Background: an optimization exercise with open tools, aiming at small area, a short achievable clock period and few clock cycles. Do not read the settings as production practice.
Function not checked in this run: the RTL went through the layout flow alone.
Power is estimated from default activity; no workload was simulated.

`flow/design.v`:
```
module read_bmap_row #(
    parameter int DATA_WIDTH  = 32,
    parameter int ADDR_WIDTH  = 32,
    parameter int PIXEL_WIDTH = 16,
    parameter int PIPE_LEN    = 7     
) (
    input  logic                   aclk,
    input  logic                   areset,
    input  logic                   req,
    input  logic [ADDR_WIDTH-1:0]  fb_base_in,
    input  logic [31:0]            wmod_in,
    input  logic [31:0]            xcur_in,
    input  logic [31:0]            ycur_in,
    input  logic [31:0]            hdx_in,
    input  logic [31:0]            hdy_in,
    input  logic [31:0]            cnt_in,
    output logic                   mem_req,
    output logic                   mem_we,
    output logic [ADDR_WIDTH-1:0]  mem_addr,
    output logic [DATA_WIDTH-1:0]  mem_wdata,
    input  logic [DATA_WIDTH-1:0]  mem_rdata,
    input  logic                   mem_resp,
    output logic [PIXEL_WIDTH-1:0] pixel,
    output logic                   pix_valid,
    input  logic                   pix_ready,
    output logic                   pix_last,
    output logic                   busy,
    output logic                   done
);
    localparam int AW = $clog2(PIPE_LEN);
    localparam int RN = PIPE_LEN - 1;        
    localparam int RW = $clog2(RN);
    logic        r_init;    
    logic        r_mac;     
    logic        r_slow;    
    logic        r_run;     
    logic        r_zero;    
    logic        r_drain;   
    logic        r_busy;
    logic        r_done;
    logic        r_mem_req;
    logic [31:0] r_x;       
    logic [31:0] r_y;       
    logic [31:0] r_hdx;
    logic [31:0] r_hdy;
    logic [31:0] r_w;       
    logic [31:0] r_p;       
    logic [31:0] r_r;       
    logic [31:0] r_cnt;     
    logic        r_last;    
    logic [16:0] r_m;       
    logic        r_mp;      
    logic        r_dp, r_dm;          
    logic        r_fast;              
    logic        r_fc, r_fco;         
    logic [31:0] r_opx;
    logic        r_inv;
    logic [PIXEL_WIDTH-1:0] r_od;     
    logic                   r_ov;     
    logic                   r_ol;     
    logic [PIXEL_WIDTH-1:0] r_dat [RN];
    logic [RW:0]            r_rp;     
    logic [RW:0]            r_hp;     
    logic [(1<<AW)-1:0]     r_up;
    logic [AW:0]            r_wp;     
    logic [AW:0]            r_rc;     
    logic [AW:0]            r_occ;    
    logic                   r_full;   
    function automatic logic [32:0] pfx_add32(input logic [31:0] a, input logic [31:0] b,
                                              input logic cin);
        logic [31:0] p, g, gg, pp, ng, np;
        p  = a ^ b;
        g  = a & b;
        gg = {g[31:1], g[0] | (p[0] & cin)};
        pp = p;
        for (int d = 1; d < 32; d = d * 2) begin
            ng = gg;
            np = pp;
            for (int i = d; i < 32; i++) begin
                ng[i] = gg[i] | (pp[i] & gg[i-d]);
                np[i] = pp[i] & pp[i-d];
            end
            gg = ng;
            pp = np;
        end
        pfx_add32 = {gg[31], p ^ {gg[30:0], cin}};
    endfunction
    function automatic logic [32:0] csel_add32(input logic [31:0] a, input logic [31:0] b,
                                               input logic cin);
        logic [16:0] lo;
        logic [16:0] h0, h1;
        lo = pfx_add32({16'd0, a[15:0]}, {16'd0, b[15:0]}, cin);
        h0 = pfx_add32({16'd0, a[31:16]}, {16'd0, b[31:16]}, 1'b0);
        h1 = pfx_add32({16'd0, a[31:16]}, {16'd0, b[31:16]}, 1'b1);
        csel_add32 = {lo[16] ? h1 : h0, lo[15:0]};
    endfunction
    logic [32:0] w_ysum;
    logic        w_c, w_co;
    logic        w_hz, w_hm, w_hp1;
    logic        w_dz, w_dp, w_dm;
    logic [16:0] w_yfs;
    logic        w_yones, w_yzero;
    assign w_ysum  = csel_add32(r_y, r_hdy, 1'b0);
    assign w_co    = w_ysum[32];
    assign w_yfs   = {1'b0, r_y[15:0]} + {1'b0, r_hdy[15:0]};
    assign w_c     = w_yfs[16];
    assign w_hz    = (r_hdy[31:16] == 16'h0000);
    assign w_hm    = (r_hdy[31:16] == 16'hFFFF);
    assign w_hp1   = (r_hdy[31:16] == 16'h0001);
    assign w_yones = (r_y[31:16] == 16'hFFFF);
    assign w_yzero = (r_y[31:16] == 16'h0000);
    assign w_dz    = (w_hz && !w_c) || (w_hm && w_c);
    assign w_dp    = (w_hz && w_c && !w_yones) || (w_hp1 && !w_c && !w_yones);
    assign w_dm    = w_hm && !w_c && !w_yzero;
    logic w_issue, w_pop, w_mlast, w_mul_any, w_plast;
    assign w_issue   = r_run && (!r_full || w_pop);
    assign w_pop     = r_ov && pix_ready;
    assign w_plast   = r_ol;
    assign w_mul_any = r_init || r_mac || r_slow;
    assign w_mlast   = (r_m[16:1] == 16'h0000) || (r_m[16:1] == 16'hFFFF);
    logic [31:0] w_mul;
    logic [31:0] w_pnext;
    assign w_mul   = r_mac ? r_r : r_w;
    logic [32:0] w_psum;
    assign w_psum  = csel_add32(r_p, r_opx, r_inv);
    assign w_pnext = w_psum[31:0];
    logic [2:0] w_dig;
    logic       w_dig_r, w_dig_on;
    logic       w_ndp, w_ndm;
    assign w_ndp = (r_init || w_issue) ? w_dp : r_dp;
    assign w_ndm = (r_init || w_issue) ? w_dm : r_dm;
    always_comb begin
        w_dig_on = 1'b1;
        w_dig_r  = 1'b0;
        w_dig    = 3'b000;
        if (!r_busy) begin
            w_dig = {ycur_in[17:16], 1'b0};
        end else if (w_mul_any && !w_mlast) begin
            w_dig   = r_m[3:1];
            w_dig_r = 1'b1;
        end else if (w_issue && !r_last && !r_fast) begin
            w_dig = {r_hdy[17:16], r_fc};
        end else begin
            w_dig_on = 1'b0;
        end
    end
    logic [31:0] w_byte;
    logic [32:0] w_bsum, w_xsum;
    assign w_bsum = csel_add32(r_p, {15'd0, r_x[31:16], 1'b0}, 1'b0);
    assign w_byte = w_bsum[31:0];
    assign w_xsum = csel_add32(r_x, r_hdx, 1'b0);
    function automatic logic [RW:0] rinc(input logic [RW:0] p);
        rinc = (p[RW-1:0] == RW'(RN - 1)) ? {~p[RW], {RW{1'b0}}} : p + 1'b1;
    endfunction
    logic [PIXEL_WIDTH-1:0] w_half;
    logic w_rempty, w_resp_o, w_resp_ring, w_ring_o, w_ov_n, w_drain_n, w_ol_n;
    logic [RW:0] w_rp_n, w_hp_n;
    logic [AW:0] w_wp_n, w_rc_n, w_occ_n;
    assign w_half      = r_up[r_rc[AW-1:0]] ? mem_rdata[31:16] : mem_rdata[15:0];
    assign w_rempty    = (r_rp == r_hp);
    assign w_resp_o    = mem_resp && w_rempty && (!r_ov || w_pop);
    assign w_resp_ring = mem_resp && !w_resp_o;
    assign w_ring_o    = w_pop && !w_rempty;
    assign w_ov_n      = (r_ov && !w_pop) || w_ring_o || w_resp_o;
    assign w_rp_n      = w_resp_ring ? rinc(r_rp) : r_rp;
    assign w_hp_n      = w_ring_o ? rinc(r_hp) : r_hp;
    assign w_wp_n      = r_wp + {{AW{1'b0}}, w_issue};
    assign w_rc_n      = r_rc + {{AW{1'b0}}, mem_resp};
    assign w_occ_n     = r_occ + {{AW{1'b0}}, w_issue} - {{AW{1'b0}}, w_pop};
    assign w_drain_n   = (w_pop && r_ol) ? 1'b0 : (r_drain || (w_issue && r_last));
    assign w_ol_n      = w_ov_n && w_drain_n && (w_occ_n == (AW+1)'(1));
    always_ff @(posedge aclk) begin
        if (areset) begin
            r_init    <= 1'b0;
            r_mac     <= 1'b0;
            r_slow    <= 1'b0;
            r_run     <= 1'b0;
            r_zero    <= 1'b0;
            r_drain   <= 1'b0;
            r_ov      <= 1'b0;
            r_ol      <= 1'b0;
            r_rc      <= '0;
            r_occ     <= '0;
            r_busy    <= 1'b0;
            r_done    <= 1'b0;
            r_mem_req <= 1'b0;
            r_wp      <= '0;
            r_rp      <= '0;
            r_hp      <= '0;
            r_full    <= 1'b0;
        end else begin
            r_mem_req <= w_issue;
            r_wp      <= w_wp_n;
            r_rc      <= w_rc_n;
            r_rp      <= w_rp_n;
            r_hp      <= w_hp_n;
            r_occ     <= w_occ_n;
            r_full    <= (w_occ_n == (AW+1)'(PIPE_LEN));
            r_ov      <= w_ov_n;
            r_ol      <= w_ol_n;
            r_drain   <= w_drain_n;
            r_done    <= (w_pop && w_plast) || r_zero;
            if ((w_pop && w_plast) || r_zero) r_busy <= 1'b0;
            else if (req) r_busy <= 1'b1;
            r_init <= !r_busy && req && (cnt_in != 32'd0);
            r_zero <= !r_busy && req && (cnt_in == 32'd0);
            if (w_mul_any) begin
                r_mac <= !w_mlast;
                r_run <= w_mlast;
            end
            r_slow <= w_issue && !r_last && !r_fast;
            if (w_issue && (r_last || !r_fast)) r_run <= 1'b0;
        end
    end
    always_ff @(posedge aclk) begin
        if (!r_busy) begin
            r_x    <= xcur_in;
            r_y    <= ycur_in;
            r_hdx  <= hdx_in;
            r_hdy  <= hdy_in;
            r_w    <= wmod_in;
            r_p    <= fb_base_in;
            r_cnt  <= cnt_in;
            r_last <= (cnt_in == 32'd1);
            r_m    <= {1'b0, ycur_in[31:16]};
            r_mp   <= 1'b0;
        end else begin
            if (w_mul_any) begin
                r_p  <= w_pnext;
                r_r  <= {w_mul[29:0], 2'b00};
                r_m  <= {{2{r_m[16]}}, r_m[16:2]};
                r_mp <= r_m[1];
            end
            if (r_init || w_issue) begin
                r_y    <= w_ysum[31:0];
                r_fc   <= w_c;
                r_fco  <= w_co;
                r_dp   <= w_dp;
                r_dm   <= w_dm;
                r_fast <= w_dz || w_dp || w_dm;
            end
            if (w_issue) begin
                r_x    <= w_xsum[31:0];
                r_cnt  <= r_cnt - 32'd1;
                r_last <= (r_cnt == 32'd2);
                r_r    <= {2'b00, w_byte[31:2]};
                if (r_fast) r_p <= w_pnext;
                r_m    <= {r_fco, r_hdy[31:16]};
                r_mp   <= r_fc;
            end
        end
    end
    logic        w_one, w_two, w_neg;
    logic [31:0] w_base;
    assign w_one  = w_dig_on ? (w_dig[1] ^ w_dig[0]) : (w_ndp || w_ndm);
    assign w_two  = w_dig_on && ((w_dig[2] && !w_dig[1] && !w_dig[0]) || (!w_dig[2] && w_dig[1] && w_dig[0]));
    assign w_neg  = w_dig_on ? (w_dig[2] && !(w_dig[1] && w_dig[0])) : w_ndm;
    assign w_base = !r_busy ? wmod_in : (w_dig_r ? {w_mul[29:0], 2'b00} : r_w);
    always_ff @(posedge aclk) begin
        r_opx <= (({32{w_one}} & w_base) | ({32{w_two}} & {w_base[30:0], 1'b0})) ^ {32{w_neg}};
        r_inv <= w_neg;
    end
    always_ff @(posedge aclk) begin
        if (w_issue) begin
            r_up[r_wp[AW-1:0]]  <= w_byte[1];
        end
        if (w_resp_ring) r_dat[r_rp[RW-1:0]] <= w_half;
        if (w_ring_o)    r_od <= r_dat[r_hp[RW-1:0]];
        else if (w_resp_o) r_od <= w_half;
    end
    assign mem_req   = r_mem_req;
    assign mem_addr  = {2'b00, r_r[29:0]};
    assign mem_we    = 1'b0;
    assign mem_wdata = '0;
    assign pixel     = r_od;
    assign pix_valid = r_ov;
    assign pix_last  = w_plast;
    assign busy      = r_busy;
    assign done      = r_done;
endmodule
```
`flow/flow/run.sh`:
```
#!/bin/bash
# Standard layout, with the port buffers made of the smallest buffer cell.
export BUFFER_PORTS_ARGS="-buffer_cell sky130_fd_sc_hd__buf_1"
bash standard.sh > standard.log 2>&1
```
`flow/standard.sh`:
```
#!/bin/bash
# synth_recipe.tcl (not shown) runs the flow's synth.tcl, then flattens the netlist and writes it again
# the make line also repeats each setting of config.mk as NAME=value (left out here)
make -C /OpenROAD-flow-scripts/flow DESIGN_CONFIG=/design/flow/config.mk WORK_HOME=/design/flow/orfs CLKGATE_MAP_FILE= SYNTH_SCRIPT=/design/flow/synth_recipe.tcl "${@:-finish}"
```
`flow/config.mk`:
```
export PLATFORM = sky130hd
export DESIGN_NAME = read_bmap_row
export DESIGN_NICKNAME = read_bmap_row
export VERILOG_FILES = /design/flow/design.v
export SDC_FILE = /design/flow/constraint.sdc
export NUM_CORES = 4
export LEC_CHECK = 0
export CAP_MARGIN = 20
export CORE_MARGIN = 2
export CORE_UTILIZATION = 65
export CTS_BUF_LIST = sky130_fd_sc_hd__clkbuf_8
export CTS_CLUSTER_DIAMETER = 60
export CTS_CLUSTER_SIZE = 16
export SETUP_SLACK_MARGIN = 4.5
export SLEW_MARGIN = 20
```
`flow/constraint.sdc`:
```
create_clock -name core_clock -period 8.0 [get_ports {aclk}]
set_input_delay 1.6000 -clock core_clock [delete_from_list [all_inputs] [get_ports {aclk}]]
set_output_delay 1.6000 -clock core_clock [all_outputs]
set_load 0.01 [all_outputs]
```
==> notes.md <==
synthesized area=~25000 um^2; gr ovfl total=0; most area-consuming cells after synthesis=edfxtp_1 (44%), dfxtp_1 (7.9%), ha_1 (6.4%); Core Rows=71; Hold Path Sink=r_busy; Vias=18310; fin crit share=43.19%; cell area after layout=roughly 28000 um^2; pin count of the biggest net entering global routing=between 200 and 250; Max H-tree Level=2; R2R setup slack=approximately 4.6 ns; initial drt markers=between 1000 and 1500; Max Cap Viol=0; cells after synthesis=2238; Skew-Pair Late Insertion Delay=around 0.64 ns; CP max FO=13; Arrival @ worst endpoint=a little under 4 ns; final net count=between 2000 and 3000; worst hold path startpoint=r_zero; Pwr per Cell Area=258.9 nW/um^2; area post-placement=roughly 27000 um^2; Global Route Usage Sum=approximately 29%; Die Y=200.0 um; area leader, netlist=edfxtp_1; Crit Path Category=in2reg; vias per inst=just under 6; FF+latch area=roughly 13000 um^2; Routed WL=slightly below 60 mm; Num Clock Sinks=~460; HPWL after DPL=between 30 and 40 mm; run status=no timing/DRC/antenna violations; Placer Congestion=about 0.9; Hold Crit Class=reg2reg; Most used DFF post-synth=edfxtp_1; total power=a little over 0.007 W; r2r startpoint=r_hdy[0]; 1st-pass router iterations=7; Seq/Total Area, Yosys=around half; synthesized flop and latch total=462; most frequent cell after synthesis=edfxtp_1; commonest cells in the synthesized netlist=edfxtp_1 (363), nor2_1 (247), a21oi_1 (218), nand2_1 (136), ha_1 (127); Leak=10.25 nW; EDFF count, synth=around 360; layout cells sized above 1=under 10%; Worst Skew=0.03207 ns; Hold Path Stages=1; crit path time final=between 3 and 4 ns; asr flop ratio synth=0%; Wirelength per Cell=18.99 um; Final Max Tran Viols=0; Buffers on Ports=just over 300; post-synth top area share=43.66%; reg-to-reg critical path endpoint=r_y[31]; Final Core Density=between 70% and 80%; Post-Syn Area per Cell=between 10 and 15 um^2; vias in the first global route=approximately 17000; first-pass GRT wire length=~90 mm; CTS tree=yes; initial antenna violation count=8; Setup TNS=0 ns; antenna viol nets, final=0; endpoint class of the critical path=register; RSZ-0062 raised after global routing=true; Root Driver=clkbuf_8; fillers=approximately 2800; WP data required=between 8 and 9 ns; final hold vios=0; drc violations=0; R2R depth=13; Peak VDD IR=approximately 180 uV; Die Span X=about 200 um; Initial Utilization=between 60% and 70%; critical path launch point type=input pin; Multi-input gate area=about 12000 um^2; synth unique cells=80; Slew @ Worst Pin=slightly above 1 ns; Layout area overhead=11.53%; synth warn=1; DIE AREA=about 40000 um^2; fin cells=a little over 3000; Fmax=~290 MHz; CTS Hold Bufs=0; CTS Buf Count=37; I/O pin count=347; Setup violations, final=0; Core ar.=between 30000 and 40000 um^2; Rel. slew slack=a little under a third; Worst-path clk slew=approximately 0.10 ns; CTS Buffer Depth=3; Placed Cells=about 3000
## sequential cells by signal, summed over array words and instances (netlist names), 30 cells and up, named ones only
name   flops
r_hdx     32
r_x       32
r_opx     32
r_cnt     32
r_dat     96
r_hdy     32
r_w       32
r_r       30
r_y       32
r_p       32
## worst max-delay path, stage by stage
cell and delay, ns:
buf_1 0.13, nand2_2 0.11, nand2_4 0.12, nand2_8 0.11, buf_16 0.19, nor3_4 0.16
nand3b_1 0.11, a31oi_1 0.28, ha_1 0.27, nand2b_2 0.24, o31ai_4 0.13, clkbuf_16 0.23
o22ai_1 0.10, xnor2_1 0.15
## layout make-up
type	instances	share of cell area, %
repair buffers	355	5.999
well taps	511	2.296
clock buffers	37	1.829
diodes	5	0.04494
inverters	61	0.8403
flip-flops and latches	462	46.29
clock inverters	29	0.9886
multi-input cells	1628	41.71
## what timing repair did
action	in CTS	in global routing
endpoints found under the setup margin	110	64
buffers inserted	6	15
resized for setup	22	21
cloned	3	3
pin swaps	8	18
## cells by family (layout without fill, tap and decap cells)
group | after synthesis | in the layout | share of synthesized area (%)
xor gates and xnor gates | 168 | 168 | 5.894
other | 1 | 40 | 0.01502
DFF | 462 | 462 | 51.60
AOI/OAI and AO/OA | 479 | 481 | 11.67
muxes | 183 | 183 | 8.620
buffers and inverters | 185 | 482 | 3.428
adders and majority gates | 134 | 134 | 6.886
and+or+nand+nor | 626 | 627 | 11.89
## power by group
part	internal [W]	switching, W
Sequential	0.00297	0.000227
Combinational	0.00116	0.00143
Clock	0.000610	0.000806
Total	0.00474	0.00247
## routing by layer
layer / share of wire (%) / track usage (%) / vias to the layer above
li1: - / - / 8842
met1: 43 / 39.20 / 8783
met2: 47 / 46.95 / 587
met3: 7.0 / 5.259 / 94
met4: 2.7 / 9.575 / 4
met5: 0.046 / 0 / -
## worst max path at each step
stage / end / depth (start not counted) / start / slack, ns
detailed placement: r_opx[3] / 13 / pix_ready / 2.82
CTS: r_r[27] / 11 / r_x[17] / 4.51
global route: r_y[31] / 13 / r_hdy[0] / 4.47
finish: r_opx[17] / 14 / pix_ready / 4.55
floorplan: r_opx[10] / 11 / pix_ready / 4.51
global placement: r_opx[22] / 13 / pix_ready / 2.95
## cell usage in the layout (no fill, tap or decap), types with 6 or more instances in the layout
cell type	count
a211o_1	6
a211oi_1	15
a21o_1	31
a21oi_1	214
a31oi_1	29
and2_1	6
and3_1	22
and4_1	13
buf_1	311
buf_4	31
clkbuf_8	37
conb_1	35
dfxtp_1	96
edfxtp_1	363
ha_1	125
inv_1	75
mux2_2	69
mux2i_1	93
mux4_2	18
nand2_1	131
nand2b_1	8
nand3_1	26
nand3b_1	7
nand4_1	25
nor2_1	243
nor2b_1	18
nor3_1	41
nor4_1	33
o21a_1	14
o21ai_0	62
o21bai_1	11
o22ai_1	34
o31ai_1	9
or2_2	7
or3_1	12
xnor2_1	123
xor2_1	45
## stage by stage
step / hold slack (ns) / worst slack [ns]
2_1_floorplan: 0.3997 / 4.507
3_3_place_gp: 0.4198 / 2.955
3_5_place_dp: 0.4308 / 2.823
5_1_grt: 0.4615 / 4.474
4_1_cts: 0.4488 / 4.507
6_report: 0.4443 / 4.545

## re-timing with driven ports
In the flow no input, the clock included, has a driving cell. The finished layout below was timed again as built, in two steps.
Step 1 assumes that a clkbuf_16 drives the clock port and a buf_2 every other input.
Step 2 adds t to the input delays and takes it off the output delays; t is the mean of the earliest and latest rising clock arrival at the registers after step 1. Input paths then give back, and output paths get back, about the clock's delay inside the block.
Slacks: ideal / step 1 / step 2; pairs: ideal / step 1.
shift t [ns]: 0.681
setup slack, ns: 4.545 / 4.576 / 3.895
worst setup path at the end: input to register
slew at the worst register clock pin (ns): 0.11 / 0.11
cell pins on the clock port's net: 1
After both steps this run still meets setup and hold. For this run, drivers alone change the setup slack by +0.031 ns; drivers and shift together by -0.650 ns.
